This is an optimization exercise on Yosys and OpenROAD, whose aim is small area, not a production implementation.
Where RTL was checked, it was by simulation tests only, not by an equivalence proof against the original.
The clock port is modelled as an ideal driver; clocking choices that lean on that would not hold on a real chip.
Power figures rest on the tool's default switching activity, not on a simulated workload.

==> run D: inputs <==
==> flow/design.v (excerpt) <==
module pool_core_mc
#(
    parameter int DATA_WIDTH  = 8,
    parameter int WIN_H       = 3,
    parameter int WIN_W       = 3,
    parameter int CH_NUM      = 4,
    parameter int RECIP_SHIFT = 16
) (
    input  logic                                     clk,
    input  logic                                     reset,
    input  logic                                     din_vld,
    output logic                                     din_rdy,
    input  logic                                     din_mode,
    input  logic [CH_NUM*WIN_H*WIN_W*DATA_WIDTH-1:0] din,
    output logic                                     dout_vld,
    input  logic                                     dout_rdy,
    output logic [CH_NUM*DATA_WIDTH-1:0]             dout
);
==> module pool_lane_a, before the edit <==
module pool_lane_a
(
    input  logic        mode,
    input  logic [71:0] win,
    output logic [11:0] word
);
    localparam int DATA_WIDTH = 8;
    localparam int N          = 9;
    logic [7:0] u [N];
    for (genvar gi = 0; gi < N; gi++) begin : g_u
        assign u[gi] = win[gi*DATA_WIDTH +: DATA_WIDTH] ^ 8'h80;
    end
    function automatic logic [7:0] max3(input logic [7:0] a, input logic [7:0] b,
                                        input logic [7:0] c);
        logic [2:0] alive;
        logic [7:0] m;
        alive = 3'b111;
        for (int k = 7; k >= 0; k--) begin
            m[k]     = (alive[0] & a[k]) | (alive[1] & b[k]) | (alive[2] & c[k]);
            alive[0] = alive[0] & (a[k] | ~m[k]);
            alive[1] = alive[1] & (b[k] | ~m[k]);
            alive[2] = alive[2] & (c[k] | ~m[k]);
        end
        max3 = m;
    endfunction
    logic [7:0] m0, m1, m2;
    logic [7:1] mx;
    logic       mx_x, mx_y;
    assign m0 = max3(u[0], u[1], u[2]);
    assign m1 = max3(u[3], u[4], u[5]);
    assign m2 = max3(u[6], u[7], u[8]);
    always_comb begin
        logic [2:0] alive;
        alive = 3'b111;
        for (int k = 7; k >= 1; k--) begin
            mx[k]    = (alive[0] & m0[k]) | (alive[1] & m1[k]) | (alive[2] & m2[k]);
            if (k > 1) begin
                alive[0] = alive[0] & (m0[k] | ~mx[k]);
                alive[1] = alive[1] & (m1[k] | ~mx[k]);
                alive[2] = alive[2] & (m2[k] | ~mx[k]);
            end
        end
        mx_x = (alive[0] & m0[1] & m0[0]) | (alive[1] & m1[1] & m1[0])
             | (alive[2] & m2[1] & m2[0]);
        mx_y = (alive[0] & m0[0]) | (alive[1] & m1[0]) | (alive[2] & m2[0]);
    end
    logic [11:0] usum;
    pool_sum9 u_sum (
        .win  (win),
        .usum (usum)
    );
    assign word = (mode == POOL_AVG) ? usum : {usum[11:9], mx_y, mx, mx_x};
endmodule
==> module pool_lane_b, before the edit <==
module pool_lane_b
(
    input  logic        mode,
    input  logic [11:0] word,
    output logic [7:0]  result
);
    logic [13:0] w7;
    logic [9:0]  ql;
    logic [7:0]  avg;
    assign w7  = {word, 3'b000} - 14'(word);
    assign ql  = 10'(w7[7:0]) + 10'(w7[13:6]) + 10'd4;
    assign avg = {w7[13:8] + 6'(ql[9:8]), ql[7:6]};
    logic [7:0] mx;
    assign mx = {word[7:1], word[0] | (~word[1] & word[8])};
    assign result = (mode == POOL_AVG) ? {~avg[7], avg[6:0]} : {~mx[7], mx[6:0]};
endmodule
Settings: LEC_CHECK=0, ABC_AREA=1, CAP_MARGIN=20, CORE_MARGIN=2, CORE_UTILIZATION=65, SLEW_MARGIN=20; clock period 6.5 ns.
standard.sh (not shown) runs the stock make flow with config.mk's settings and CLKGATE_MAP_FILE= SYNTH_SCRIPT=/design/flow/synth_recipe.tcl, a recipe that flattens the netlist after the stock synthesis.
==> flow/flow/run.sh <==
#!/bin/bash
set -euo pipefail
work=$PWD
sed -e 's#^source $::env(SCRIPTS_DIR)/synth_preamble.tcl#&\nset abc_args [lreplace $abc_args 1 1 '"$work"'/flow/abc_map.script]#' \
    -e 's#^  extract_fa {\*}\[dont_use_extract_fa_args\]#& pool_sum9#' \
    -e 's#^  log_cmd abc {\*}$abc_args$#  log_cmd abc {*}[lreplace $abc_args 1 1 '"$work"'/flow/abc_map_a.script] pool_lane_a\n  log_cmd abc {*}[lreplace $abc_args 1 1 '"$work"'/flow/abc_map_b.script] pool_lane_b\n&#' \
    "$FLOW_HOME/scripts/synth.tcl" > "$work/own_synth_orfs.tcl"
grep -q 'extract_fa {\*}\[dont_use_extract_fa_args\] pool_sum9' "$work/own_synth_orfs.tcl"
grep -q 'abc_map.script' "$work/own_synth_orfs.tcl"
grep -q 'abc_map_a.script\] pool_lane_a' "$work/own_synth_orfs.tcl"
grep -q 'abc_map_b.script\] pool_lane_b' "$work/own_synth_orfs.tcl"
sed "s#source \$::env(SCRIPTS_DIR)/synth.tcl#source $work/own_synth_orfs.tcl#" \
    "$work/synth_recipe.tcl" > "$work/own_synth.tcl"
grep -q own_synth_orfs.tcl "$work/own_synth.tcl"
export BUFFER_PORTS_ARGS="-buffer_cell sky130_fd_sc_hd__buf_1"
export GPL_KEEP_OVERFLOW=0
export POST_CTS_TCL="$work/flow/post_cts.tcl"
export CTS_ARGS="-sink_clustering_enable -repair_clock_nets -dont_use_dummy_load -buf_list {sky130_fd_sc_hd__clkbuf_4 sky130_fd_sc_hd__clkbuf_8}"
bash standard.sh "SYNTH_SCRIPT=$work/own_synth.tcl" SYNTH_HIERARCHICAL=1 SYNTH_ARGS=-noabc finish > standard_flow.log 2>&1
==> flow/flow/abc_map.script <==
strash
dch
map -D 3000
topo
stime -c
buffer -c
upsize -c
dnsize -c
==> flow/flow/abc_map_a.script <==
strash
dch
amap
topo
stime -c
upsize -c
dnsize -c
==> flow/flow/abc_map_b.script <==
strash
&get -n
&deepsyn -T 30
&put
dch
amap
topo
stime -c
==> flow/flow/post_cts.tcl <==
set upsized 0
foreach net [get_nets clknet_*] {
  set loads [get_pins -of_objects $net -filter "direction==input"]
  if { [llength $loads] > 14 } {
    set drv [get_pins -of_objects $net -filter "direction==output"]
    set inst [get_cells -of_objects $drv]
    if { [get_property $inst ref_name] == "sky130_fd_sc_hd__clkbuf_8" } {
      replace_cell $inst sky130_fd_sc_hd__clkbuf_16
      incr upsized
    }
  }
}
puts "post_cts: upsized $upsized clock buffers"
if { $upsized > 0 } {
  detailed_placement
  check_placement -verbose
  estimate_parasitics -placement
}
==> run E: changes against run D <==
--- a/flow/design.v
+++ b/flow/design.v
@@ -313,25 +313,9 @@
         max3 = m;
     endfunction
-    logic [7:0] m0, m1, m2;
-    logic [7:1] mx;
-    logic       mx_x, mx_y;
+    logic [7:0] m0, m1, m2, mx;
     assign m0 = max3(u[0], u[1], u[2]);
     assign m1 = max3(u[3], u[4], u[5]);
     assign m2 = max3(u[6], u[7], u[8]);
-    always_comb begin
-        logic [2:0] alive;
-        alive = 3'b111;
-        for (int k = 7; k >= 1; k--) begin
-            mx[k]    = (alive[0] & m0[k]) | (alive[1] & m1[k]) | (alive[2] & m2[k]);
-            if (k > 1) begin
-                alive[0] = alive[0] & (m0[k] | ~mx[k]);
-                alive[1] = alive[1] & (m1[k] | ~mx[k]);
-                alive[2] = alive[2] & (m2[k] | ~mx[k]);
-            end
-        end
-        mx_x = (alive[0] & m0[1] & m0[0]) | (alive[1] & m1[1] & m1[0])
-             | (alive[2] & m2[1] & m2[0]);
-        mx_y = (alive[0] & m0[0]) | (alive[1] & m1[0]) | (alive[2] & m2[0]);
-    end
+    assign mx = max3(m0, m1, m2);
     logic [11:0] usum;
     pool_sum9 u_sum (
@@ -339,5 +323,5 @@
         .usum (usum)
     );
-    assign word = (mode == POOL_AVG) ? usum : {usum[11:9], mx_y, mx, mx_x};
+    assign word = {usum[11:8], (mode == POOL_AVG) ? usum[7:0] : mx};
 endmodule
 module pool_lane_b
@@ -353,7 +337,5 @@
     assign ql  = 10'(w7[7:0]) + 10'(w7[13:6]) + 10'd4;
     assign avg = {w7[13:8] + 6'(ql[9:8]), ql[7:6]};
-    logic [7:0] mx;
-    assign mx = {word[7:1], word[0] | (~word[1] & word[8])};
-    assign result = (mode == POOL_AVG) ? {~avg[7], avg[6:0]} : {~mx[7], mx[6:0]};
+    assign result = (mode == POOL_AVG) ? {~avg[7], avg[6:0]} : {~word[7], word[6:0]};
 endmodule
 import pool_pkg::*;
--- a/flow/config.mk
+++ b/flow/config.mk
@@ -9,4 +9,4 @@
 export CAP_MARGIN = 20
 export CORE_MARGIN = 2
-export CORE_UTILIZATION = 65
+export CORE_UTILIZATION = 40
 export SLEW_MARGIN = 20
==> run M: changes against run D <==
--- a/flow/config.mk
+++ b/flow/config.mk
@@ -7,6 +7,6 @@
 export LEC_CHECK = 0
 export ABC_AREA = 1
-export CAP_MARGIN = 20
+export CAP_MARGIN = 5
 export CORE_MARGIN = 2
-export CORE_UTILIZATION = 65
-export SLEW_MARGIN = 20
+export CORE_UTILIZATION = 40
+export SLEW_MARGIN = 5
==> summary of the runs <==
- In clock-buffer cell count, run E and run M do not differ.
- Sequential power is about the same in run D and run M.
- The lowest register-to-register slack belongs to run M, the highest to run E.
- Critical path depth: run E is higher than run D (12).
For run E, only the layout was checked, not whether the RTL still works.

========
==> inputs of run B <==
Another version of the RTL of pool_core_mc (not shown whole).
clock: 6.5 ns
lec_check: 0
abc_area: 1
cap_margin: 20
core_margin: 2
core_utilization: 40
slew_margin: 20
==> flow/flow/run.sh <==
#!/bin/bash
# The standard ORFS layout, with these changes to how it is built:
#  - synthesis is the standard synthesis script, except that ABC maps the
#    combinational logic with flow/abc_map.script (area-recovering mapping
#    under a delay target) instead of ORFS's own script; registers are
#    untouched;
#  - the port buffers that global placement inserts on every input and output
#    are the small sky130_fd_sc_hd__buf_1 instead of the tool's default pick;
set -euo pipefail
work=$PWD
sed 's#^source $::env(SCRIPTS_DIR)/synth_preamble.tcl#&\nset abc_args [lreplace $abc_args 1 1 '"$work"'/flow/abc_map.script]#' \
    "$FLOW_HOME/scripts/synth.tcl" > "$work/own_synth_orfs.tcl"
sed "s#source \$::env(SCRIPTS_DIR)/synth.tcl#source $work/own_synth_orfs.tcl#" \
    "$work/synth_recipe.tcl" > "$work/own_synth.tcl"
export BUFFER_PORTS_ARGS="-buffer_cell sky130_fd_sc_hd__buf_1"
export CTS_ARGS="-sink_clustering_enable -repair_clock_nets -dont_use_dummy_load -buf_list {sky130_fd_sc_hd__clkbuf_4 sky130_fd_sc_hd__clkbuf_8}"
bash standard.sh "SYNTH_SCRIPT=$work/own_synth.tcl" finish > standard_flow.log 2>&1
==> flow/flow/abc_map.script <==
strash
dch
map -D 4500
topo
stime -c
buffer -c
upsize -c
dnsize -c
==> run X (differences from run B) <==
--- a/flow/design.v
+++ b/flow/design.v
@@ -1,41 +1,24 @@
 package pool_pkg;
     typedef enum logic [0:0] {
         POOL_MAX = 1'b0,
         POOL_AVG = 1'b1
     } pool_mode_t;
 endpackage
 import pool_pkg::*;
-module pool_lane_a
-#(
-    parameter int DATA_WIDTH = 8,
-    parameter int WIN_H      = 3,
-    parameter int WIN_W      = 3
-) (
-    input  logic                              mode,
-    input  logic [WIN_H*WIN_W*DATA_WIDTH-1:0] win,
-    output logic [11:0]                       word
+module pool_sum9
+(
+    input  logic [71:0] win,
+    output logic [11:0] usum
 );
-    localparam int N = WIN_H * WIN_W;
-    logic [7:0] u [N];
-    for (genvar gi = 0; gi < N; gi++) begin : g_u
-        assign u[gi] = win[gi*DATA_WIDTH +: DATA_WIDTH] ^ 8'h80;
+    logic [7:0] u [9];
+    for (genvar gi = 0; gi < 9; gi++) begin : g_u
+        assign u[gi] = win[gi*8 +: 8] ^ 8'h80;
     end
-    logic [7:0] mx;
-    always_comb begin
-        logic [N-1:0] alive;
-        alive = '1;
-        for (int b = 7; b >= 0; b--) begin
-            mx[b] = 1'b0;
-            for (int i = 0; i < N; i++) mx[b] = mx[b] | (alive[i] & u[i][b]);
-            for (int i = 0; i < N; i++) alive[i] = alive[i] & (u[i][b] | ~mx[b]);
-        end
-    end
-    logic [11:0] usum;
     logic s1;
     logic s2;
     logic s3;
     logic s4;
     logic s5;
     logic s6;
     logic s7;
     logic s8;
@@ -294,16 +277,44 @@
     assign usum[4] = s65;
     assign usum[5] = s81;
     assign usum[6] = s97;
     assign usum[7] = s113;
     assign usum[8] = s121;
     assign usum[9] = s125;
     assign usum[10] = s127;
     assign usum[11] = s128;
+endmodule
+module pool_lane_a
+(
+    input  logic        mode,
+    input  logic [71:0] win,
+    output logic [11:0] word
+);
+    localparam int DATA_WIDTH = 8;
+    localparam int N          = 9;
+    logic [7:0] u [N];
+    for (genvar gi = 0; gi < N; gi++) begin : g_u
+        assign u[gi] = win[gi*DATA_WIDTH +: DATA_WIDTH] ^ 8'h80;
+    end
+    logic [7:0] mx;
+    always_comb begin
+        logic [N-1:0] alive;
+        alive = '1;
+        for (int b = 7; b >= 0; b--) begin
+            mx[b] = 1'b0;
+            for (int i = 0; i < N; i++) mx[b] = mx[b] | (alive[i] & u[i][b]);
+            for (int i = 0; i < N; i++) alive[i] = alive[i] & (u[i][b] | ~mx[b]);
+        end
+    end
+    logic [11:0] usum;
+    pool_sum9 u_sum (
+        .win  (win),
+        .usum (usum)
+    );
     assign word = {usum[11:8], (mode == POOL_AVG) ? usum[7:0] : mx};
 endmodule
 module pool_lane_b
 (
     input  logic        mode,
     input  logic [11:0] word,
     output logic [7:0]  result
 );
@@ -350,21 +361,17 @@
         if (reset) begin
             vld_reg <= '0;
         end else if (en) begin
             vld_reg <= {vld_reg[DEPTH-2:0], din_vld};
         end
     end
     genvar gi;
     for (gi = 0; gi < CH_NUM; gi++) begin : g_lane
-        pool_lane_a #(
-            .DATA_WIDTH (DATA_WIDTH),
-            .WIN_H      (WIN_H),
-            .WIN_W      (WIN_W)
-        ) u_a (
+        pool_lane_a u_a (
             .mode (din_mode),
             .win  (din[gi*N*DATA_WIDTH +: N*DATA_WIDTH]),
             .word (word[gi*12 +: 12])
         );
         pool_lane_b u_b (
             .mode   (mode_reg),
             .word   (word_reg[gi*12 +: 12]),
             .result (res[gi*DATA_WIDTH +: DATA_WIDTH])
==> flow/flow/run.sh (replaced) <==
#!/bin/bash
# The standard ORFS layout, with these changes to how it is built:
#  - synthesis is the standard synthesis script (synth_recipe.tcl and the
#    ORFS synth.tcl it sources), run hierarchically, with three changes made
#    to a copy of ORFS's synth.tcl: ABC maps the combinational logic with
#    flow/abc_map.script (area-recovering mapping under a delay target),
#    except in module pool_lane_a (the first stage's maximum and word
#    select), mapped with flow/abc_map_a.script (the same with a looser
#    delay target), and module pool_lane_b (the second pipeline stage's
#    arithmetic, which has a whole clock cycle), mapped with
#    flow/abc_map_b.script (area mapping);
#    full/half adders are extracted only in the adder network module
#    pool_sum9; and yosys's synth skips its early "abc -fast" (SYNTH_ARGS
#    -noabc) so that extraction sees the adder network as written. Registers
#    are untouched; the design is flattened and renamed as synth_recipe.tcl does;
#  - the port buffers that global placement inserts on every input and output
#    are the small sky130_fd_sc_hd__buf_1 instead of the tool's default pick;
set -euo pipefail
work=$PWD
sed -e 's#^source $::env(SCRIPTS_DIR)/synth_preamble.tcl#&\nset abc_args [lreplace $abc_args 1 1 '"$work"'/flow/abc_map.script]#' \
    -e 's#^  extract_fa {\*}\[dont_use_extract_fa_args\]#& pool_sum9#' \
    -e 's#^  log_cmd abc {\*}$abc_args$#  log_cmd abc {*}[lreplace $abc_args 1 1 '"$work"'/flow/abc_map_a.script] pool_lane_a\n  log_cmd abc {*}[lreplace $abc_args 1 1 '"$work"'/flow/abc_map_b.script] pool_lane_b\n&#' \
    "$FLOW_HOME/scripts/synth.tcl" > "$work/own_synth_orfs.tcl"
grep -q 'extract_fa {\*}\[dont_use_extract_fa_args\] pool_sum9' "$work/own_synth_orfs.tcl"
grep -q 'abc_map.script' "$work/own_synth_orfs.tcl"
grep -q 'abc_map_b.script\] pool_lane_b' "$work/own_synth_orfs.tcl"
grep -q 'abc_map_a.script\] pool_lane_a' "$work/own_synth_orfs.tcl"
sed "s#source \$::env(SCRIPTS_DIR)/synth.tcl#source $work/own_synth_orfs.tcl#" \
    "$work/synth_recipe.tcl" > "$work/own_synth.tcl"
grep -q own_synth_orfs.tcl "$work/own_synth.tcl"
export BUFFER_PORTS_ARGS="-buffer_cell sky130_fd_sc_hd__buf_1"
export REMOVE_ABC_BUFFERS=1
export CTS_ARGS="-sink_clustering_enable -repair_clock_nets -dont_use_dummy_load -sink_clustering_size 10 -buf_list {sky130_fd_sc_hd__clkbuf_4 sky130_fd_sc_hd__clkbuf_8}"
bash standard.sh "SYNTH_SCRIPT=$work/own_synth.tcl" SYNTH_HIERARCHICAL=1 SYNTH_ARGS=-noabc GPL_TIMING_DRIVEN=0 finish > standard_flow.log 2>&1
==> flow/flow/abc_map.script (replaced) <==
strash
dch
map -D 3000
topo
stime -c
buffer -c
upsize -c
dnsize -c
==> flow/flow/abc_map_a.script (new file) <==
strash
dch
map -D 3500
topo
stime -c
buffer -c
upsize -c
dnsize -c
==> flow/flow/abc_map_b.script (new file) <==
strash
dch
amap
topo
stime -c
==> run Z (differences from run B) <==
--- a/flow/design.v
+++ b/flow/design.v
@@ -1,41 +1,24 @@
 package pool_pkg;
     typedef enum logic [0:0] {
         POOL_MAX = 1'b0,
         POOL_AVG = 1'b1
     } pool_mode_t;
 endpackage
 import pool_pkg::*;
-module pool_lane_a
-#(
-    parameter int DATA_WIDTH = 8,
-    parameter int WIN_H      = 3,
-    parameter int WIN_W      = 3
-) (
-    input  logic                              mode,
-    input  logic [WIN_H*WIN_W*DATA_WIDTH-1:0] win,
-    output logic [11:0]                       word
+module pool_sum9
+(
+    input  logic [71:0] win,
+    output logic [11:0] usum
 );
-    localparam int N = WIN_H * WIN_W;
-    logic [7:0] u [N];
-    for (genvar gi = 0; gi < N; gi++) begin : g_u
-        assign u[gi] = win[gi*DATA_WIDTH +: DATA_WIDTH] ^ 8'h80;
-    end
-    logic [7:0] mx;
-    always_comb begin
-        logic [N-1:0] alive;
-        alive = '1;
-        for (int b = 7; b >= 0; b--) begin
-            mx[b] = 1'b0;
-            for (int i = 0; i < N; i++) mx[b] = mx[b] | (alive[i] & u[i][b]);
-            for (int i = 0; i < N; i++) alive[i] = alive[i] & (u[i][b] | ~mx[b]);
-        end
+    logic [7:0] u [9];
+    for (genvar gi = 0; gi < 9; gi++) begin : g_u
+        assign u[gi] = win[gi*8 +: 8] ^ 8'h80;
     end
-    logic [11:0] usum;
     logic s1;
     logic s2;
     logic s3;
     logic s4;
     logic s5;
     logic s6;
     logic s7;
     logic s8;
@@ -294,16 +277,52 @@
     assign usum[4] = s65;
     assign usum[5] = s81;
     assign usum[6] = s97;
     assign usum[7] = s113;
     assign usum[8] = s121;
     assign usum[9] = s125;
     assign usum[10] = s127;
     assign usum[11] = s128;
+endmodule
+module pool_lane_a
+(
+    input  logic        mode,
+    input  logic [71:0] win,
+    output logic [11:0] word
+);
+    localparam int DATA_WIDTH = 8;
+    localparam int N          = 9;
+    logic [7:0] u [N];
+    for (genvar gi = 0; gi < N; gi++) begin : g_u
+        assign u[gi] = win[gi*DATA_WIDTH +: DATA_WIDTH] ^ 8'h80;
+    end
+    function automatic logic [7:0] max3(input logic [7:0] a, input logic [7:0] b,
+                                        input logic [7:0] c);
+        logic [2:0] alive;
+        logic [7:0] m;
+        alive = 3'b111;
+        for (int k = 7; k >= 0; k--) begin
+            m[k]     = (alive[0] & a[k]) | (alive[1] & b[k]) | (alive[2] & c[k]);
+            alive[0] = alive[0] & (a[k] | ~m[k]);
+            alive[1] = alive[1] & (b[k] | ~m[k]);
+            alive[2] = alive[2] & (c[k] | ~m[k]);
+        end
+        max3 = m;
+    endfunction
+    logic [7:0] m0, m1, m2, mx;
+    assign m0 = max3(u[0], u[1], u[2]);
+    assign m1 = max3(u[3], u[4], u[5]);
+    assign m2 = max3(u[6], u[7], u[8]);
+    assign mx = max3(m0, m1, m2);
+    logic [11:0] usum;
+    pool_sum9 u_sum (
+        .win  (win),
+        .usum (usum)
+    );
     assign word = {usum[11:8], (mode == POOL_AVG) ? usum[7:0] : mx};
 endmodule
 module pool_lane_b
 (
     input  logic        mode,
     input  logic [11:0] word,
     output logic [7:0]  result
 );
@@ -350,21 +369,17 @@
         if (reset) begin
             vld_reg <= '0;
         end else if (en) begin
             vld_reg <= {vld_reg[DEPTH-2:0], din_vld};
         end
     end
     genvar gi;
     for (gi = 0; gi < CH_NUM; gi++) begin : g_lane
-        pool_lane_a #(
-            .DATA_WIDTH (DATA_WIDTH),
-            .WIN_H      (WIN_H),
-            .WIN_W      (WIN_W)
-        ) u_a (
+        pool_lane_a u_a (
             .mode (din_mode),
             .win  (din[gi*N*DATA_WIDTH +: N*DATA_WIDTH]),
             .word (word[gi*12 +: 12])
         );
         pool_lane_b u_b (
             .mode   (mode_reg),
             .word   (word_reg[gi*12 +: 12]),
             .result (res[gi*DATA_WIDTH +: DATA_WIDTH])
==> flow/flow/run.sh (replaced) <==
#!/bin/bash
# The standard ORFS layout, with these changes to how it is built:
#  - synthesis is the standard synthesis script (synth_recipe.tcl and the
#    ORFS synth.tcl it sources), run hierarchically, with three changes made
#    to a copy of ORFS's synth.tcl: ABC maps the combinational logic with
#    flow/abc_map.script (area-recovering mapping under a delay target),
#    except in module pool_lane_a (the first stage's maximum and word
#    select), mapped with flow/abc_map_a.script (the same with a looser
#    delay target), and module pool_lane_b (the second pipeline stage's
#    arithmetic, which has a whole clock cycle), mapped with
#    flow/abc_map_b.script (area mapping);
#    full/half adders are extracted only in the adder network module
#    pool_sum9; and yosys's synth skips its early "abc -fast" (SYNTH_ARGS
#    -noabc) so that extraction sees the adder network as written. Registers
#    are untouched; the design is flattened and renamed as synth_recipe.tcl does;
#  - the port buffers that global placement inserts on every input and output
#    are the small sky130_fd_sc_hd__buf_1 instead of the tool's default pick;
set -euo pipefail
work=$PWD
sed -e 's#^source $::env(SCRIPTS_DIR)/synth_preamble.tcl#&\nset abc_args [lreplace $abc_args 1 1 '"$work"'/flow/abc_map.script]#' \
    -e 's#^  extract_fa {\*}\[dont_use_extract_fa_args\]#& pool_sum9#' \
    -e 's#^  log_cmd abc {\*}$abc_args$#  log_cmd abc {*}[lreplace $abc_args 1 1 '"$work"'/flow/abc_map_a.script] pool_lane_a\n  log_cmd abc {*}[lreplace $abc_args 1 1 '"$work"'/flow/abc_map_b.script] pool_lane_b\n&#' \
    "$FLOW_HOME/scripts/synth.tcl" > "$work/own_synth_orfs.tcl"
grep -q 'extract_fa {\*}\[dont_use_extract_fa_args\] pool_sum9' "$work/own_synth_orfs.tcl"
grep -q 'abc_map.script' "$work/own_synth_orfs.tcl"
grep -q 'abc_map_b.script\] pool_lane_b' "$work/own_synth_orfs.tcl"
grep -q 'abc_map_a.script\] pool_lane_a' "$work/own_synth_orfs.tcl"
sed "s#source \$::env(SCRIPTS_DIR)/synth.tcl#source $work/own_synth_orfs.tcl#" \
    "$work/synth_recipe.tcl" > "$work/own_synth.tcl"
grep -q own_synth_orfs.tcl "$work/own_synth.tcl"
export BUFFER_PORTS_ARGS="-buffer_cell sky130_fd_sc_hd__buf_1"
export CTS_ARGS="-sink_clustering_enable -repair_clock_nets -dont_use_dummy_load -buf_list {sky130_fd_sc_hd__clkbuf_4 sky130_fd_sc_hd__clkbuf_8}"
bash standard.sh "SYNTH_SCRIPT=$work/own_synth.tcl" SYNTH_HIERARCHICAL=1 SYNTH_ARGS=-noabc finish > standard_flow.log 2>&1
==> flow/flow/abc_map.script (replaced) <==
strash
dch
map -D 3000
topo
stime -c
buffer -c
upsize -c
dnsize -c
==> flow/flow/abc_map_a.script (new file) <==
strash
dch
map -D 3500
topo
stime -c
buffer -c
upsize -c
dnsize -c
==> flow/flow/abc_map_b.script (new file) <==
strash
dch
amap
topo
stime -c
==> impl_metrics.env <==
export IMPL_setup_ws_ns=-0.1686
export IMPL_power_share_clock_pct=4.1
export IMPL_finalWirelength_mm=50.36
export IMPL_synth_compound_area_share_pct=14.60
export IMPL_comb_power_uw=10600
export IMPL_required_ns=6.67
export IMPL_slowest_delay_ns=0.35
export IMPL_sh_seq_area_pct=21.12
export IMPL_met2_usage_pct=35.41
export IMPL_violations="setup timing"
export IMPL_crit_slowest_cell="a2111oi_4"
export IMPL_dp_cells=3282
export IMPL_start_util_pct=40.69
export IMPL_status="failed layout checks"
export IMPL_finalCriticalPeriod_ns=6.669
export IMPL_crit_end="word_reg[24]"
export IMPL_path_max_fanout=7
export IMPL_slew_headroom_pct=36.68
export IMPL_setup_viol=3
The numbers above come from run B.

==> impl_metrics.env <==
export IMPL_crit_end="word_reg[10]"
export IMPL_startpoint="din[10]"
export IMPL_sh_seq_area_pct=25.90
export IMPL_slew_headroom_pct=44.12
export IMPL_comb_power_uw=6940
export IMPL_fin_cells=3103
export IMPL_setup_ws_ns=0.7367
export IMPL_dp_cells=3086
export IMPL_status="finished clean"
export IMPL_power_share_clock_pct=5.8
export IMPL_setup_viol=0
export IMPL_crit_slowest_cell="fa_1"
export IMPL_finalWirelength_mm=46.77
export IMPL_met2_usage_pct=32.68
export IMPL_synth_compound_area_share_pct=19.34
export IMPL_path_max_fanout=2
The numbers above come from run Z.

==> impl_metrics.env <==
export IMPL_setup_ws_ns=0.2854
export IMPL_start_util_pct=40.55
export IMPL_slowest_delay_ns=0.37
export IMPL_power_share_clock_pct=6.0
export IMPL_dp_cells=2791
export IMPL_finalWirelength_mm=44.54
export IMPL_multi_input_cells=1423
export IMPL_path_max_fanout=10
export IMPL_setup_viol=0
export IMPL_sh_seq_area_pct=25.79
export IMPL_comb_power_uw=6450
export IMPL_fin_util_pct=46.48
export IMPL_slew_headroom_pct=50.87
export IMPL_met2_usage_pct=31.18
export IMPL_synth_compound_area_share_pct=18.93
export IMPL_finalCriticalPeriod_ns=6.215
export IMPL_status="finished clean"
export IMPL_crit_end="word_reg[36]"
The numbers above come from run X.

For run X, only the layout was checked, not whether the RTL still works.

-- afterwards: timing with drivers on the ports --
In the flow no input, the clock included, has a driving cell. The finished layouts below were timed again as built, in two steps.
Step 1 assumes that a clkbuf_16 drives the clock port and a buf_2 every other input.
Step 2 moves the port delays by t, midway between the first and last clock arrival at a register: inputs arrive t later, outputs are due t later. That takes back most of the time a late clock gives input paths.
Three values: ideal, step 1, step 2; two values: the first two.
run	t, ns	setup slack, ns	worst setup path after step 2	slew at the worst register clock pin (ns)
run D	0.413	0.291 / 0.310 / -0.103	input to register	0.07 / 0.07
run E	0.422	0.145 / 0.167 / -0.255	input to register	0.10 / 0.10
run M	0.417	0.321 / 0.333 / -0.084	input to register	0.10 / 0.10
run B	0.479	-0.169 / -0.148 / -0.626	input to register	0.09 / 0.09
run X	0.469	0.285 / 0.305 / -0.164	input to register	0.11 / 0.11
run Z	0.480	0.737 / 0.759 / 0.279	input to register	0.10 / 0.10
Met with ideal ports but missed after step 2: setup timing in run D, run E, run M and run X. For run Z, which loses most, drivers alone change the setup slack by +0.022 ns; drivers and shift together by -0.458 ns.
